Context: an optimization exercise on an open-source flow, tuned for small area. The choices shown serve that exercise and are no tape-out recipe.
In this exercise RTL edits were held to simulation tests only and were not proved equivalent to the original.

**design/flow/design.v**
```verilog
package spwm_pkg;
    localparam int CNT_W   = 16;
    localparam int ANGLE_W = 8;
    localparam int NIB_W   = 4;
    localparam int PWM_W   = 3;
    localparam int CLAW_W  = 2;
    localparam int DB_W    = 7;
    localparam int STEP_W  = 7;
    localparam int DIV_W   = 4;
    localparam int REG_IDX_W = 3;
    localparam int PHASE_W = 2;
    localparam logic [REG_IDX_W-1:0] REG_PERIOD_TOP    = 3'd0;
    localparam logic [REG_IDX_W-1:0] REG_PULSE_OFFSET  = 3'd1;
    localparam logic [REG_IDX_W-1:0] REG_PULSE_LIMIT   = 3'd2;
    localparam logic [REG_IDX_W-1:0] REG_DEADBAND      = 3'd3;
    localparam logic [REG_IDX_W-1:0] REG_SLEW_STEP     = 3'd4;
    localparam logic [REG_IDX_W-1:0] REG_SLEW_INTERVAL = 3'd5;
    localparam logic [REG_IDX_W-1:0] REG_QUIET_LOW     = 3'd6;
    localparam logic [REG_IDX_W-1:0] REG_QUIET_HIGH    = 3'd7;
    localparam logic [CNT_W-1:0]  RST_PERIOD_TOP    = 16'd19999;
    localparam logic [CNT_W-1:0]  RST_PULSE_OFFSET  = 16'd400;
    localparam logic [CNT_W-1:0]  RST_PULSE_LIMIT   = 16'd2200;
    localparam logic [DB_W-1:0]   RST_DEADBAND      = 7'd7;
    localparam logic [STEP_W-1:0] RST_SLEW_STEP     = 7'd10;
    localparam logic [DIV_W-1:0]  RST_SLEW_INTERVAL = 4'd10;
    localparam logic [CNT_W-1:0]  RST_QUIET_LOW     = 16'd300;
    localparam logic [CNT_W-1:0]  RST_QUIET_HIGH    = 16'd2300;
    localparam logic [ANGLE_W-1:0] ANGLE_CENTER = 8'd90;
    localparam logic [ANGLE_W-1:0] ANGLE_ZERO   = 8'd0;
    localparam logic [ANGLE_W-1:0] TARGET_MAX   = 8'd180;
    localparam int                 PULSE_SCALE  = 10;
    localparam logic [NIB_W-1:0] NIB_STROBE  = 4'b1100;
    localparam logic [NIB_W-1:0] NIB_LOW     = 4'b0011;
    localparam logic [NIB_W-1:0] CAPTURE_RST = 4'b1111;
    localparam logic [PHASE_W-1:0] PH_YAW    = 2'd0;
    localparam logic [PHASE_W-1:0] PH_ROLL   = 2'd1;
    localparam logic [PHASE_W-1:0] PH_CLAW   = 2'd2;
    localparam logic [PHASE_W-1:0] PH_UNUSED = 2'd3;
    localparam logic [CLAW_W-1:0] CLAW_NONE  = 2'd0;
    localparam logic [CLAW_W-1:0] CLAW_OPEN  = 2'd1;
    localparam logic [CLAW_W-1:0] CLAW_CLOSE = 2'd2;
    localparam logic [CLAW_W-1:0] CLAW_EMPTY = 2'd3;
    typedef struct packed {
        logic [PWM_W-1:0]  pwm_levels;
        logic [CLAW_W-1:0] claw_event;
        logic              frame_error;
    } res_t;
endpackage
import spwm_pkg::*;
module servo_pwm_with_nibble_command_link_top #(
    parameter int SERVO_COUNT = 3
) (
    input  logic                              clk,
    input  logic                              rst_n,
    input  logic                              in_valid,
    output logic                              in_stall,
    input  logic [spwm_pkg::NIB_W-1:0]        port_nibble,
    output logic                              out_valid,
    input  logic                              out_stall,
    output logic [spwm_pkg::PWM_W-1:0]        pwm_levels,
    output logic [spwm_pkg::CLAW_W-1:0]       claw_event,
    output logic                              frame_error,
    input  logic                              cfg_valid,
    output logic                              cfg_ready,
    input  logic [spwm_pkg::REG_IDX_W-1:0]    cfg_index,
    input  logic [spwm_pkg::CNT_W-1:0]        cfg_data
);
    function automatic logic ge16(input logic [15:0] x, input logic [15:0] y);
        logic c;
        c = 1'b1;
        for (int i = 0; i < 16; i++)
            c = (x[i] & ~y[i]) | (x[i] & c) | (~y[i] & c);
        ge16 = c;
    endfunction
    function automatic logic ge9(input logic [8:0] x, input logic [8:0] y);
        logic c;
        c = 1'b1;
        for (int i = 0; i < 9; i++)
            c = (x[i] & ~y[i]) | (x[i] & c) | (~y[i] & c);
        ge9 = c;
    endfunction
    function automatic logic ges10(input logic [9:0] x, input logic [9:0] y);
        logic c;
        logic [9:0] xs, ys;
        xs = {~x[9], x[8:0]};
        ys = {~y[9], y[8:0]};
        c = 1'b1;
        for (int i = 0; i < 10; i++)
            c = (xs[i] & ~ys[i]) | (xs[i] & c) | (~ys[i] & c);
        ges10 = c;
    endfunction
    function automatic logic [3:0] div5_step(input logic [2:0] r, input logic b);
        logic q;
        logic [2:0] n;
        q    = r[2] | (r[1] & (r[0] | b));
        n[2] = (r[1] & ~r[0] & ~b) | (r[2] & b);
        n[1] = (~r[1] & r[0]) | (r[1] & r[0] & b) | (r[2] & ~b);
        n[0] = (~r[2] & ~r[1] & b) | (r[1] & r[0] & ~b) | (r[2] & ~b);
        div5_step = {q, n};
    endfunction
    logic [15:0] period_top_reg, pulse_offset_reg, pulse_limit_reg;
    logic [15:0] quiet_low_reg, quiet_high_reg;
    logic [6:0]  deadband_reg;
    logic [6:0]  slew_step_reg;
    logic [3:0]  slew_interval_reg;
    logic [15:0] count_reg;
    logic [3:0]  div_reg;
    logic [7:0]  angle_reg  [3];
    logic [7:0]  target_reg [3];
    logic [1:0]  phase_reg;
    logic [3:0]  capture_reg;
    logic [2:0]  pin_reg;
    logic [2:0]  ev_reg;           
    logic        out_valid_reg, full_reg;
    logic [5:0]  old_reg;
    logic        accept, take;
    logic        strobe, full_n, in_window, period_end, do_slew, cnt_zero;
    logic [3:0]  div_inc;
    logic [2:0]  nudge_up, nudge_dn;
    logic        err;
    logic [1:0]  claw;
    logic [1:0]  phase_next;
    logic [3:0]  capture_next;
    logic [2:0]  pin_next;
    logic [7:0]  target_next [3];
    logic [7:0]  angle_next  [3];
    logic [15:0] count_next;
    logic [3:0]  div_next;
    assign take      = out_valid_reg & ~out_stall;
    assign accept    = in_valid & ~full_reg;
    assign in_stall  = full_reg;
    assign cfg_ready = 1'b1;
    assign strobe     = port_nibble[3] & port_nibble[2];
    assign full_n     = port_nibble[1] & port_nibble[0];
    assign in_window  = ge16(count_reg, quiet_low_reg) & ge16(quiet_high_reg, count_reg);
    assign period_end = ge16(count_reg, period_top_reg);
    assign cnt_zero   = ~|count_reg;
    assign div_inc[0] = ~div_reg[0];
    assign div_inc[1] = div_reg[1] ^ div_reg[0];
    assign div_inc[2] = div_reg[2] ^ (div_reg[1] & div_reg[0]);
    assign div_inc[3] = div_reg[3] ^ (div_reg[2] & div_reg[1] & div_reg[0]);
    assign do_slew    = period_end & ge9({5'd0, div_inc}, {5'd0, slew_interval_reg});
    always_comb
    begin
        phase_next   = phase_reg;
        capture_next = capture_reg;
        err          = 1'b0;
        claw         = 2'd0;
        nudge_up     = '0;
        nudge_dn     = '0;
        if (!in_window)
        begin
            case (phase_reg)
                2'd0:
                begin
                    if (strobe)
                    begin
                        if (full_n)
                            err = 1'b1;
                        else
                        begin
                            phase_next  = 2'd1;
                            nudge_up[0] = port_nibble[1];
                            nudge_dn[0] = !port_nibble[1] && port_nibble[0];
                        end
                    end
                end
                2'd1:
                begin
                    if (!strobe)
                    begin
                        if (full_n)
                        begin
                            err          = 1'b1;
                            capture_next = 4'b1111;
                            phase_next   = 2'd0;
                        end
                        else
                        begin
                            capture_next = port_nibble;
                            phase_next   = 2'd2;
                            nudge_up[1]  = port_nibble[3];
                            nudge_dn[1]  = !port_nibble[3] && port_nibble[2];
                            nudge_up[2]  = port_nibble[1];
                            nudge_dn[2]  = !port_nibble[1] && port_nibble[0];
                        end
                    end
                end
                2'd2:
                begin
                    if (strobe || !full_n)
                    begin
                        err        = 1'b1;
                        phase_next = 2'd0;
                    end
                    else if (port_nibble != capture_reg)
                    begin
                        capture_next = 4'b1111;
                        phase_next   = 2'd0;
                        if (port_nibble[3])
                            claw = 2'd1;
                        else if (port_nibble[2])
                            claw = 2'd2;
                        else
                            claw = 2'd3;
                    end
                end
                default:
                begin
                    phase_next = 2'd0;
                end
            endcase
        end
    end
    logic [16:0] dif;           
    logic        dif_big;       
    logic [8:0]  quo;           
    logic        ge_lim;
    always_comb
    begin
        logic c;
        logic [2:0] r;
        logic [3:0] s;
        c = 1'b1;
        for (int i = 0; i < 16; i++)
        begin
            dif[i] = count_reg[i] ^ ~pulse_offset_reg[i] ^ c;
            c = (count_reg[i] & ~pulse_offset_reg[i]) | (count_reg[i] & c) | (~pulse_offset_reg[i] & c);
        end
        dif[16] = c;
        dif_big = |dif[15:12];
        r = dif[11:9];
        quo[8] = r[2] & (r[1] | r[0]);
        r = quo[8] ? (r - 3'd5) : r;
        for (int i = 7; i >= 0; i--)
        begin
            s = div5_step(r, dif[i+1]);
            quo[i] = s[3];
            r = s[2:0];
        end
        ge_lim = ge16(count_reg, pulse_limit_reg);
    end
    always_comb
    begin
        pin_next = cnt_zero ? 3'b111 : pin_reg;
        for (int i = 0; i < 3; i++)
        begin
            if (in_window && (ge_lim || (dif[16] && (dif_big || ge9(quo, {1'b0, angle_reg[i]})))))
                pin_next[i] = 1'b0;
        end
    end
    logic [9:0] kst;      
    always_comb
    begin
        logic c;
        c = 1'b1;
        for (int j = 0; j < 10; j++)
        begin
            logic x, y;
            x = (j < 7) ? slew_step_reg[j] : 1'b0;
            y = (j < 7) ? ~deadband_reg[j] : 1'b1;
            kst[j] = x ^ y ^ c;
            c = (x & y) | (x & c) | (y & c);
        end
    end
    always_comb
    begin
        for (int i = 0; i < 3; i++)
        begin
            logic [7:0] t, a, tn, msk, nv;
            logic       ge180, tz, en, dn;
            logic [9:0] e, dbx, ndb;
            logic       c, up, down, over, chg;
            logic [8:0] r;
            t  = target_reg[i];
            a  = angle_reg[i];
            ge180 = t[7] & (t[6] | (t[5] & t[4] & (t[3] | t[2])));
            tz    = ~|t;
            dn    = ~nudge_up[i];
            en    = (nudge_up[i] & ~ge180) | (nudge_dn[i] & ~tz);
            c = en;
            for (int j = 0; j < 8; j++)
            begin
                msk[j] = c;
                c = c & (t[j] ^ dn);
            end
            tn = t ^ msk;
            if (nudge_up[i] && ge180)
                tn = 8'd180;
            target_next[i] = tn;
            c = 1'b1;
            for (int j = 0; j < 10; j++)
            begin
                logic x, y;
                x = (j < 8) ? tn[j] : 1'b0;
                y = (j < 8) ? ~a[j] : 1'b1;
                e[j] = x ^ y ^ c;
                c = (x & y) | (x & c) | (y & c);
            end
            dbx  = {3'b000, deadband_reg};
            up   = ~ges10(dbx, e);                
            c = 1'b0;
            for (int j = 0; j < 9; j++)
                c = (e[j] & dbx[j]) | (e[j] & c) | (dbx[j] & c);
            down = e[9] ^ c;                      
            over = ~ges10(e, kst);                
            c = ~up;
            for (int j = 0; j < 8; j++)
            begin
                logic x, y;
                x = a[j];
                y = ((j < 7) ? slew_step_reg[j] : 1'b0) ^ ~up;
                r[j] = x ^ y ^ c;
                c = (x & y) | (x & c) | (y & c);
            end
            r[8] = c;
            if (up)
                nv = r[8] ? 8'hFF : r[7:0];
            else
                nv = r[8] ? r[7:0] : 8'h00;
            chg = up ? ~over : down;
            angle_next[i] = (do_slew && chg) ? nv : a;
        end
    end
    always_comb
    begin
        logic c;
        c = 1'b1;
        for (int j = 0; j < 16; j++)
        begin
            count_next[j] = (count_reg[j] ^ c) & ~period_end;
            c = c & count_reg[j];
        end
        if (period_end)
            div_next = do_slew ? 4'd0 : div_inc;
        else
            div_next = div_reg;
    end
    always_ff @(posedge clk or negedge rst_n)
    begin
        if (!rst_n)
        begin
            period_top_reg    <= RST_PERIOD_TOP;
            pulse_offset_reg  <= RST_PULSE_OFFSET;
            pulse_limit_reg   <= RST_PULSE_LIMIT;
            deadband_reg      <= RST_DEADBAND;
            slew_step_reg     <= RST_SLEW_STEP;
            slew_interval_reg <= RST_SLEW_INTERVAL;
            quiet_low_reg     <= RST_QUIET_LOW;
            quiet_high_reg    <= RST_QUIET_HIGH;
        end
        else if (cfg_valid)
        begin
            case (cfg_index)
                3'd0: period_top_reg    <= cfg_data;
                3'd1: pulse_offset_reg  <= cfg_data;
                3'd2: pulse_limit_reg   <= cfg_data;
                3'd3: deadband_reg      <= cfg_data[6:0];
                3'd4: slew_step_reg     <= cfg_data[6:0];
                3'd5: slew_interval_reg <= cfg_data[3:0];
                3'd6: quiet_low_reg     <= cfg_data;
                default: quiet_high_reg <= cfg_data;
            endcase
        end
    end
    always_ff @(posedge clk or negedge rst_n)
    begin
        if (!rst_n)
        begin
            count_reg   <= '0;
            div_reg     <= '0;
            phase_reg   <= 2'd0;
            capture_reg <= 4'b1111;
            pin_reg     <= '0;
            angle_reg[0]  <= 8'd0;
            angle_reg[1]  <= 8'd90;
            angle_reg[2]  <= 8'd90;
            target_reg[0] <= 8'd90;
            target_reg[1] <= 8'd90;
            target_reg[2] <= 8'd90;
        end
        else if (accept)
        begin
            count_reg   <= count_next;
            div_reg     <= div_next;
            phase_reg   <= phase_next;
            capture_reg <= capture_next;
            pin_reg     <= pin_next;
            for (int i = 0; i < 3; i++)
            begin
                angle_reg[i]  <= angle_next[i];
                target_reg[i] <= target_next[i];
            end
        end
    end
    always_ff @(posedge clk or negedge rst_n)
    begin
        if (!rst_n)
        begin
            out_valid_reg <= 1'b0;
            full_reg      <= 1'b0;
        end
        else
        begin
            if (full_reg)
            begin
                if (take)
                    full_reg <= 1'b0;
            end
            else if (accept)
            begin
                if (out_valid_reg && !take)
                    full_reg <= 1'b1;
                else
                    out_valid_reg <= 1'b1;
            end
            else if (take)
                out_valid_reg <= 1'b0;
        end
    end
    always_ff @(posedge clk)
    begin
        if (accept)
        begin
            ev_reg <= {claw, err};
            if (out_valid_reg && !take)
                old_reg <= {pin_reg, ev_reg};
        end
    end
    assign out_valid   = out_valid_reg;
    assign pwm_levels  = full_reg ? old_reg[5:3] : pin_reg;
    assign claw_event  = full_reg ? old_reg[2:1] : ev_reg[2:1];
    assign frame_error = full_reg ? old_reg[0]   : ev_reg[0];
endmodule
```
**design/flow/run.sh**
```bash
#!/bin/bash
# synth_recipe.tcl (not shown) runs the flow's synth.tcl, then flattens the netlist and writes it again
# the make line also repeats each setting of config.mk as NAME=value (left out here)
make -C /OpenROAD-flow-scripts/flow DESIGN_CONFIG=/design/flow/config.mk WORK_HOME=/design/flow/orfs CLKGATE_MAP_FILE= SYNTH_SCRIPT=/design/flow/synth_recipe.tcl finish
```
**design/flow/config.mk**
```make
export PLATFORM = sky130hd
export DESIGN_NAME = servo_pwm_with_nibble_command_link_top
export DESIGN_NICKNAME = servo_pwm_with_nibble_command_link_top
export VERILOG_FILES = /design/flow/design.v
export SDC_FILE = /design/flow/constraint.sdc
export NUM_CORES = 4
export LEC_CHECK = 0
export ABC_AREA = 1
export CAP_MARGIN = 20
export CORE_MARGIN = 2
export CORE_UTILIZATION = 40
export SLEW_MARGIN = 20
```
**design/flow/constraint.sdc**
```tcl
create_clock -name core_clock -period 12.0 [get_ports {clk}]
set_input_delay 2.4000 -clock core_clock [delete_from_list [all_inputs] [get_ports {clk}]]
set_output_delay 2.4000 -clock core_clock [all_outputs]
set_load 0.01 [all_outputs]
```
==> qor.yml <==
synthesis:
  synth-simple-area-share_pct: 24.1
  synth_edf_count: 9
  yosysTopAreaCell: "dfrtp_1"
  yosysSeqAreaShare_pct: 36.3
  synth_top_family_by_area: "simple AND/OR/NAND/NOR gates"
  yosys_most_used_dff: "dfrtp_1"
  synth_cell_types: 53
  synthXorXnorAreaFrac_pct: 2.20
  netlist_top_cells_area: "dfrtp_1, nand2_1, dfstp_2"
  ys_seq_elements: 186
  synth_most_common_cell: "nand2_1"
  ys_warn_count: 5
  syn_avg_cell_area_um2: 7.79
  netlist_instances: 1687
  synth_async_sr_flop_share_pct: 95.2
  synth_compound_area_share_pct: 16.1
  synth_top_area_share_pct: 22.6
  syn-num-nets: 1808
  netlist_area_mm2: 0.0132
  synth_top_cells_by_count: "nand2_1, inv_1, o21ai_0"
  synth_mux_area_share_pct: 0
  synth_fa_ha_area_share_pct: 12.6
route:
  ant_nets: 0
  drt_pass1_iterations: 5
  drc: 0
  num_vias: 11400
  routed_wl_mm: 33.5
  avgRoutedWirePerCell_um: 15.5
  viasPerCell: 5.27
  drtIter0Drc: 816
sta:
  finClkSkew_ns: 0.0206
  max_freq_mhz: 91.3
  setup_slack_ns: 1.04
  slew_viol_final: 0
  setup_tns_ns: 0
  finalSetupViolations: 0
  period_share_pct: 91.3
  tightest_slew_ns: 0.986
  hold_viol_final: 0
  slew-limit-headroom_pct: 34.1
  timing.final.crit_period_ns: 10.96
  rsz0062_at_grt: "no"
placement:
  port_buffers: 35
  place_ws_ns: 0.682
  place.gp.congestion: 0.936
  place_inst: 2124
  dp_hpwl_mm: 25.1
worst_setup_path:
  crit_path_end_kind: "flip-flop"
  critPathKind: "primary input to flip-flop"
  cp_max_fo: 9
  crit_path_max_incr_delay_ns: 0.55
  cp_common_cell: "fa_1"
  crit_slowest_cell: "nor4_1"
  critPathArrivalTime_ns: 11.28
  critPathLaunchType: "primary input"
  worstPathRequired_ns: 12.32
die:
  pin_count: 37
  fp.dieH_um: 185
  coreArea_mm2: 0.0325
  rows: 66
  die_x_um: 185
  die-area_mm2: 0.0343
  initial_core_util_pct: 40.5
worst_hold_path:
  worstHoldPathType: "flip-flop to flip-flop"
global_route:
  grt_pass1_vias: 11100
  grt_overflow: 0
  antenna_found_initial: 0
  globalRouteTotalUtil_pct: 20.9
  grt_max_degree: 68
  grt_pass1_wl_mm: 56.8
clock_network:
  clock_latency_ns: 0.45
  clock-sinks: 186
  clock-root-buffer: "clkbuf_16"
  cts_resized: 0
  cts_hold_buf: 0
  tritoncts: "done"
  cts_htree_levels: 4
  clock_path_buffers: 2
  post_cts.repair.setup_buffers: 0
  cts_made_buffers: 17
  clkTransAtPathRegs_ns: 0.08
job:
  max-cap-violations: 0
finish:
  drive_gt1_share_pct: 8.87
  area_growth_pct: 10.6
  num-nets-final: 1822
  fillers: 3283
  finalNonFillerCells: 2156
  diodes: 0
status:
  status: "complete, no violations"
==> cell type report <==
cell class                      instances  area, um2  share of cell area [%]
Tap cell                              442        553                    3.80
Sequential cell                       186       4770                    32.8
Clock inverter                         14        186                    1.28
Clock buffer                           18        429                    2.95
Multi-Input combinational cell       1202       7250                    49.9
Timing Repair Buffer                   41        397                    2.73
Inverter                              253        951                    6.54
==> per-stage QoR <==
stage	instance area, um2	hold slack, ns	util, %
after floorplan	13200	0.427	-
after global placement	13900	0.433	42.9
after detailed placement	13900	0.452	42.9
after CTS	14500	0.477	44.8
after global routing	14500	0.502	44.8
final	14500	0.475	44.8
==> layout by cell type, fill, tap and decap left out, types with 46 or more instances in the layout <==
master / instances
o21ai_0: 152
nand2_1: 481
o22ai_1: 58
dfstp_2: 58
dfrtp_1: 119
nand3_1: 87
nand4_1: 46
nor2_1: 56
fa_1: 66
inv_1: 240
==> routing by layer <==
| metal | vias up | wire (um) | GRT usage (%) |
|---|---|---|---|
| li1 | 5623 | - | - |
| met1 | 5451 | 15500 | 27.7 |
| met2 | 233 | 15900 | 34.6 |
| met3 | 46 | 1260 | 3.22 |
| met4 | 0 | 844 | 7.56 |
| met5 | - | 0 | 0 |
==> cells by family (layout without fill, tap and decap cells) <==
group	after synthesis	in the layout
AND/OR/NAND/NOR	732	732
other	1	1
XOR/XNOR	33	33
AO/OA/AOI/OAI	343	343
flip-flops	186	186
buffers and inverters	299	326
adder cells (fa/ha/maj)	93	93
==> final timing paths <==
path	slack [ns]	depth (start not counted)	endpoint	startpoint
max reg2reg	2.12	55	angle_reg[2][0]	count_reg[0]
min	0.47	0	old_reg[0]	ev_reg[0]
min in group asynchronous	1.89	1	pulse_limit_reg[5]	rst_n
min reg2reg	0.47	0	old_reg[0]	ev_reg[0]
max	1.04	41	angle_reg[2][0]	port_nibble[2]
max in group asynchronous	8.84	2	target_reg[0][0]	rst_n
==> worst max-delay path, delay by kind of cell <==
family	cells	cell delay [ns]
adder cells (fa/ha/maj)	15	4.79
AO/OA/AOI/OAI	3	0.28
buffers and inverters	12	1.60
AND/OR/NAND/NOR	11	2.21

[port drivers added, routing unchanged]
The results above use ideal ports. As a check the final layout listed here was re-extracted and re-timed, cells and wires unchanged.
Step 1 (the two cells are an assumption about what drives the block):
set clk [get_ports {clk}]
set_driving_cell -lib_cell sky130_fd_sc_hd__clkbuf_16 $clk
set_driving_cell -lib_cell sky130_fd_sc_hd__buf_2 [delete_from_list [all_inputs] $clk]
Step 2 adds t to the input delays and takes it off the output delays; t is the mean of the earliest and latest rising clock arrival at the registers after step 1. Input paths then give back, and output paths get back, about the clock's delay inside the block.
a / b / c = no drivers / after step 1 / after step 2; a / b = the first two.
t, ns: 0.492
setup slack, ns: 1.043 / 1.070 / 0.578
worst hold slack (ns): 0.475 / 0.475 / 0.475
worst setup path at the end: input to register
clock arrival spread, ns: 0.020 / 0.021
After both steps setup and hold are still met in this run. For this run, drivers alone change the setup slack by +0.027 ns; drivers and shift together by -0.465 ns.
